This design comes from an exercise in tuning for a short achievable clock period and few clock cycles on the open sky130 flow, not from production work. Only simulation tests tie the RTL to the original design; equivalence was not proved.

// connect4_minimax_search
module connect4_minimax_search #(
  parameter int IS_ME = 1,
  parameter int DEPTH = 3
) (
  input  logic               w_clk,
  input  logic               w_rst,
  input  logic               w_en,
  input  logic [41:0]        i_me_field,
  input  logic [41:0]        i_op_field,
  input  logic [20:0]        i_piled_array,
  output logic               o_valid,
  output logic               o_finished,
  output logic signed [15:0] o_score,
  output logic [2:0]         o_selected_col
);
  localparam logic signed [15:0] WIN_SCORE = 16'sd1000;
  logic [41:0] tme, top;
  assign tme[0] = (i_me_field[1] & i_me_field[2] & i_me_field[3]) | (i_me_field[7] & i_me_field[14] & i_me_field[21]) | (i_me_field[8] & i_me_field[16] & i_me_field[24]);
  assign tme[1] = (i_me_field[0] & i_me_field[2] & i_me_field[3]) | (i_me_field[2] & i_me_field[3] & i_me_field[4]) | (i_me_field[8] & i_me_field[15] & i_me_field[22]) | (i_me_field[9] & i_me_field[17] & i_me_field[25]);
  assign tme[2] = (i_me_field[0] & i_me_field[1] & i_me_field[3]) | (i_me_field[1] & i_me_field[3] & i_me_field[4]) | (i_me_field[3] & i_me_field[4] & i_me_field[5]) | (i_me_field[9] & i_me_field[16] & i_me_field[23]) | (i_me_field[10] & i_me_field[18] & i_me_field[26]);
  assign tme[3] = (i_me_field[0] & i_me_field[1] & i_me_field[2]) | (i_me_field[1] & i_me_field[2] & i_me_field[4]) | (i_me_field[2] & i_me_field[4] & i_me_field[5]) | (i_me_field[4] & i_me_field[5] & i_me_field[6]) | (i_me_field[10] & i_me_field[17] & i_me_field[24]) | (i_me_field[11] & i_me_field[19] & i_me_field[27]) | (i_me_field[9] & i_me_field[15] & i_me_field[21]);
  assign tme[4] = (i_me_field[1] & i_me_field[2] & i_me_field[3]) | (i_me_field[2] & i_me_field[3] & i_me_field[5]) | (i_me_field[3] & i_me_field[5] & i_me_field[6]) | (i_me_field[11] & i_me_field[18] & i_me_field[25]) | (i_me_field[10] & i_me_field[16] & i_me_field[22]);
  assign tme[5] = (i_me_field[2] & i_me_field[3] & i_me_field[4]) | (i_me_field[3] & i_me_field[4] & i_me_field[6]) | (i_me_field[12] & i_me_field[19] & i_me_field[26]) | (i_me_field[11] & i_me_field[17] & i_me_field[23]);
  ...
Settings: LEC_CHECK=0, CAP_MARGIN=20, CELL_PAD_IN_SITES_DETAIL_PLACEMENT=1, CELL_PAD_IN_SITES_GLOBAL_PLACEMENT=2, CORE_MARGIN=2, CORE_UTILIZATION=25, PLACE_DENSITY=0.5, SETUP_SLACK_MARGIN=5, SLEW_MARGIN=20; clock period 7.0 ns.
standard.sh (not shown) runs the stock make flow with config.mk's settings and CLKGATE_MAP_FILE= SYNTH_SCRIPT=/design/flow/synth_recipe.tcl, a recipe that flattens the netlist after the stock synthesis.
==> flow/flow/run.sh <==
#!/bin/bash
# Layout flow: the standard layout (standard.sh) unchanged, except that synthesis and timing
# repair may not use the slow multi-stage cells listed in flow/dont_use.txt (non-inverting complex
# gates, 4-input OR/NOR/AND and the like), on top of the platform's own don't-use cells, which
# the list repeats. The critical paths then map to single-stage inverting gates.
# The make output goes to flow_make.log here; ORFS's own logs stay under orfs/logs/.
set -euo pipefail
cd "$(dirname "$0")/.."
DONT_USE="$(grep -v '^#' flow/dont_use.txt | tr -s '\n' ' ')"
bash standard.sh "DONT_USE_CELLS=$DONT_USE" finish > flow_make.log 2>&1
==> flow/flow/dont_use.txt <==
sky130_fd_sc_hd__lpflow_bleeder_1
sky130_fd_sc_hd__lpflow_clkbufkapwr_1
sky130_fd_sc_hd__lpflow_clkbufkapwr_16
sky130_fd_sc_hd__lpflow_clkbufkapwr_2
sky130_fd_sc_hd__lpflow_clkbufkapwr_4
sky130_fd_sc_hd__lpflow_clkbufkapwr_8
sky130_fd_sc_hd__lpflow_clkinvkapwr_1
sky130_fd_sc_hd__lpflow_clkinvkapwr_16
sky130_fd_sc_hd__lpflow_clkinvkapwr_2
sky130_fd_sc_hd__lpflow_clkinvkapwr_4
sky130_fd_sc_hd__lpflow_clkinvkapwr_8
sky130_fd_sc_hd__lpflow_decapkapwr_12
sky130_fd_sc_hd__lpflow_decapkapwr_3
sky130_fd_sc_hd__lpflow_decapkapwr_4
sky130_fd_sc_hd__lpflow_decapkapwr_6
sky130_fd_sc_hd__lpflow_decapkapwr_8
sky130_fd_sc_hd__lpflow_inputiso0n_1
sky130_fd_sc_hd__lpflow_inputiso0p_1
sky130_fd_sc_hd__lpflow_inputiso1n_1
sky130_fd_sc_hd__lpflow_inputiso1p_1
sky130_fd_sc_hd__lpflow_inputisolatch_1
sky130_fd_sc_hd__lpflow_isobufsrc_1
sky130_fd_sc_hd__lpflow_isobufsrc_16
sky130_fd_sc_hd__lpflow_isobufsrc_2
sky130_fd_sc_hd__lpflow_isobufsrc_4
sky130_fd_sc_hd__lpflow_isobufsrc_8
sky130_fd_sc_hd__lpflow_isobufsrckapwr_16
sky130_fd_sc_hd__lpflow_lsbuf_lh_hl_isowell_tap_1
sky130_fd_sc_hd__lpflow_lsbuf_lh_hl_isowell_tap_2
sky130_fd_sc_hd__lpflow_lsbuf_lh_hl_isowell_tap_4
sky130_fd_sc_hd__lpflow_lsbuf_lh_isowell_4
sky130_fd_sc_hd__lpflow_lsbuf_lh_isowell_tap_1
sky130_fd_sc_hd__lpflow_lsbuf_lh_isowell_tap_2
sky130_fd_sc_hd__lpflow_lsbuf_lh_isowell_tap_4
sky130_fd_sc_hd__probe_p_8
sky130_fd_sc_hd__probec_p_8
sky130_fd_sc_hd__a2111o_1
sky130_fd_sc_hd__a2111o_2
sky130_fd_sc_hd__a2111o_4
sky130_fd_sc_hd__a2111oi_0
sky130_fd_sc_hd__a2111oi_1
sky130_fd_sc_hd__a2111oi_2
sky130_fd_sc_hd__a2111oi_4
sky130_fd_sc_hd__a211o_1
sky130_fd_sc_hd__a211o_2
sky130_fd_sc_hd__a211o_4
sky130_fd_sc_hd__a21bo_1
sky130_fd_sc_hd__a21bo_2
sky130_fd_sc_hd__a21bo_4
sky130_fd_sc_hd__a21o_1
sky130_fd_sc_hd__a21o_2
sky130_fd_sc_hd__a21o_4
sky130_fd_sc_hd__a221o_1
sky130_fd_sc_hd__a221o_2
sky130_fd_sc_hd__a221o_4
sky130_fd_sc_hd__a22o_1
sky130_fd_sc_hd__a22o_2
sky130_fd_sc_hd__a22o_4
sky130_fd_sc_hd__a2bb2o_1
sky130_fd_sc_hd__a2bb2o_2
sky130_fd_sc_hd__a2bb2o_4
sky130_fd_sc_hd__a311o_1
sky130_fd_sc_hd__a311o_2
sky130_fd_sc_hd__a311o_4
sky130_fd_sc_hd__a311oi_1
sky130_fd_sc_hd__a311oi_2
sky130_fd_sc_hd__a311oi_4
sky130_fd_sc_hd__a31o_1
sky130_fd_sc_hd__a31o_2
sky130_fd_sc_hd__a31o_4
sky130_fd_sc_hd__a32o_1
sky130_fd_sc_hd__a32o_2
sky130_fd_sc_hd__a32o_4
sky130_fd_sc_hd__a41o_1
sky130_fd_sc_hd__a41o_2
sky130_fd_sc_hd__a41o_4
sky130_fd_sc_hd__a41oi_1
sky130_fd_sc_hd__a41oi_2
sky130_fd_sc_hd__a41oi_4
sky130_fd_sc_hd__and3_1
sky130_fd_sc_hd__and3_2
sky130_fd_sc_hd__and3_4
sky130_fd_sc_hd__and3b_1
sky130_fd_sc_hd__and3b_2
sky130_fd_sc_hd__and3b_4
sky130_fd_sc_hd__and4_1
sky130_fd_sc_hd__and4_2
sky130_fd_sc_hd__and4_4
sky130_fd_sc_hd__and4b_1
sky130_fd_sc_hd__and4b_2
sky130_fd_sc_hd__and4b_4
sky130_fd_sc_hd__and4bb_1
sky130_fd_sc_hd__and4bb_2
sky130_fd_sc_hd__and4bb_4
sky130_fd_sc_hd__mux4_1
sky130_fd_sc_hd__mux4_2
sky130_fd_sc_hd__mux4_4
sky130_fd_sc_hd__nand4b_1
sky130_fd_sc_hd__nand4b_2
sky130_fd_sc_hd__nand4b_4
sky130_fd_sc_hd__nand4bb_1
sky130_fd_sc_hd__nand4bb_2
sky130_fd_sc_hd__nand4bb_4
sky130_fd_sc_hd__nor4_1
sky130_fd_sc_hd__nor4_2
sky130_fd_sc_hd__nor4_4
sky130_fd_sc_hd__nor4b_1
sky130_fd_sc_hd__nor4b_2
sky130_fd_sc_hd__nor4b_4
sky130_fd_sc_hd__nor4bb_1
sky130_fd_sc_hd__nor4bb_2
sky130_fd_sc_hd__nor4bb_4
sky130_fd_sc_hd__o2111a_1
sky130_fd_sc_hd__o2111a_2
sky130_fd_sc_hd__o2111a_4
sky130_fd_sc_hd__o2111ai_1
sky130_fd_sc_hd__o2111ai_2
sky130_fd_sc_hd__o2111ai_4
sky130_fd_sc_hd__o211a_1
sky130_fd_sc_hd__o211a_2
sky130_fd_sc_hd__o211a_4
sky130_fd_sc_hd__o21a_1
sky130_fd_sc_hd__o21a_2
sky130_fd_sc_hd__o21a_4
sky130_fd_sc_hd__o21ba_1
sky130_fd_sc_hd__o21ba_2
sky130_fd_sc_hd__o21ba_4
sky130_fd_sc_hd__o221a_1
sky130_fd_sc_hd__o221a_2
sky130_fd_sc_hd__o221a_4
sky130_fd_sc_hd__o22a_1
sky130_fd_sc_hd__o22a_2
sky130_fd_sc_hd__o22a_4
sky130_fd_sc_hd__o2bb2a_1
sky130_fd_sc_hd__o2bb2a_2
sky130_fd_sc_hd__o2bb2a_4
sky130_fd_sc_hd__o311a_1
sky130_fd_sc_hd__o311a_2
sky130_fd_sc_hd__o311a_4
sky130_fd_sc_hd__o311ai_0
sky130_fd_sc_hd__o311ai_1
sky130_fd_sc_hd__o311ai_2
sky130_fd_sc_hd__o311ai_4
sky130_fd_sc_hd__o31a_1
sky130_fd_sc_hd__o31a_2
sky130_fd_sc_hd__o31a_4
sky130_fd_sc_hd__o32a_1
sky130_fd_sc_hd__o32a_2
sky130_fd_sc_hd__o32a_4
sky130_fd_sc_hd__o41a_1
sky130_fd_sc_hd__o41a_2
sky130_fd_sc_hd__o41a_4
sky130_fd_sc_hd__o41ai_1
sky130_fd_sc_hd__o41ai_2
sky130_fd_sc_hd__o41ai_4
sky130_fd_sc_hd__or3_1
sky130_fd_sc_hd__or3_2
sky130_fd_sc_hd__or3_4
sky130_fd_sc_hd__or3b_1
sky130_fd_sc_hd__or3b_2
sky130_fd_sc_hd__or3b_4
sky130_fd_sc_hd__or4_1
sky130_fd_sc_hd__or4_2
sky130_fd_sc_hd__or4_4
sky130_fd_sc_hd__or4b_1
sky130_fd_sc_hd__or4b_2
sky130_fd_sc_hd__or4b_4
sky130_fd_sc_hd__or4bb_1
sky130_fd_sc_hd__or4bb_2
sky130_fd_sc_hd__or4bb_4
sky130_fd_sc_hd__xnor3_1
sky130_fd_sc_hd__xnor3_2
sky130_fd_sc_hd__xnor3_4
sky130_fd_sc_hd__xor3_1
sky130_fd_sc_hd__xor3_2
sky130_fd_sc_hd__xor3_4
The first run went through all stages and came out clean.
Testbench counts at the start, summed over its fixed seeds: cycles 768.
Edit:
--- a/flow/flow/dont_use.txt
+++ b/flow/flow/dont_use.txt
@@ -176 +176,7 @@
 sky130_fd_sc_hd__xor3_4
+sky130_fd_sc_hd__bufbuf_16
+sky130_fd_sc_hd__bufbuf_8
+sky130_fd_sc_hd__bufinv_16
+sky130_fd_sc_hd__bufinv_8
+sky130_fd_sc_hd__clkinvlp_2
+sky130_fd_sc_hd__clkinvlp_4
Register-to-register slack loses 0.11 ns.
Synthesized cell count stays the same.
Critical path depth does not change.

* * *

connect4_minimax_search, a different RTL version from the one above (not shown whole).
For scale: about 2500 cells after synthesis, ~300 flip-flops, roughly 0.018 mm^2 of cells after synthesis.
Settings: LEC_CHECK=0, CAP_MARGIN=20, CELL_PAD_IN_SITES_DETAIL_PLACEMENT=1, CORE_MARGIN=2, CORE_UTILIZATION=25, SETUP_SLACK_MARGIN=5, SLEW_MARGIN=20; clock period 7.0 ns.
run.sh (not shown) runs the stock make flow with config.mk's settings and CLKGATE_MAP_FILE= SYNTH_SCRIPT=/design/flow/synth_recipe.tcl, a recipe that flattens the netlist after the stock synthesis.
Stock flow here: none of the scripts above is used.
The starting point did not get past global routing (5_1_grt).
Testbench counts at the start, summed over its fixed seeds: cycles 768.
Edit:
CELL_PAD_IN_SITES_GLOBAL_PLACEMENT = 2   (was unset)
PLACE_DENSITY = 0.5   (was unset)
Result: Now the flow finished clean. Area after synthesis is unchanged. Synthesized cell count is unchanged.

[static timing again, ports no longer ideal]
How much do the figures lean on ideal ports? The routed layouts below were timed once more, with nothing changed but the port constraints. Step 1 assumes that a clkbuf_16 drives the clock port and a buf_2 every other input. Step 2 adds t to the input delays and takes it off the output delays; t is the mean of the earliest and latest rising clock arrival at the registers after step 1. Input paths then give back, and output paths get back, about the clock's delay inside the block. Three values: no drivers, after step 1, after step 2; two values: the first two.
run | shift t [ns] | setup WS [ns] | clock arrival spread, ns | cell pins on the clock port's net
the first run of note 1 | 0.694 | 4.285 / 4.297 / 3.603 | 0.060 / 0.060 | 1
the second run of note 1 | 0.679 | 4.279 / 4.279 / 3.754 | 0.055 / 0.055 | 1
the second run of note 2 | 0.651 | 4.042 / 4.083 / 3.432 | 0.047 / 0.047 | 1
After both steps setup and hold are still met in every run listed. The setup slack of the first run of note 1, which loses most, moves by +0.012 ns with the drivers and by -0.682 ns with both steps.
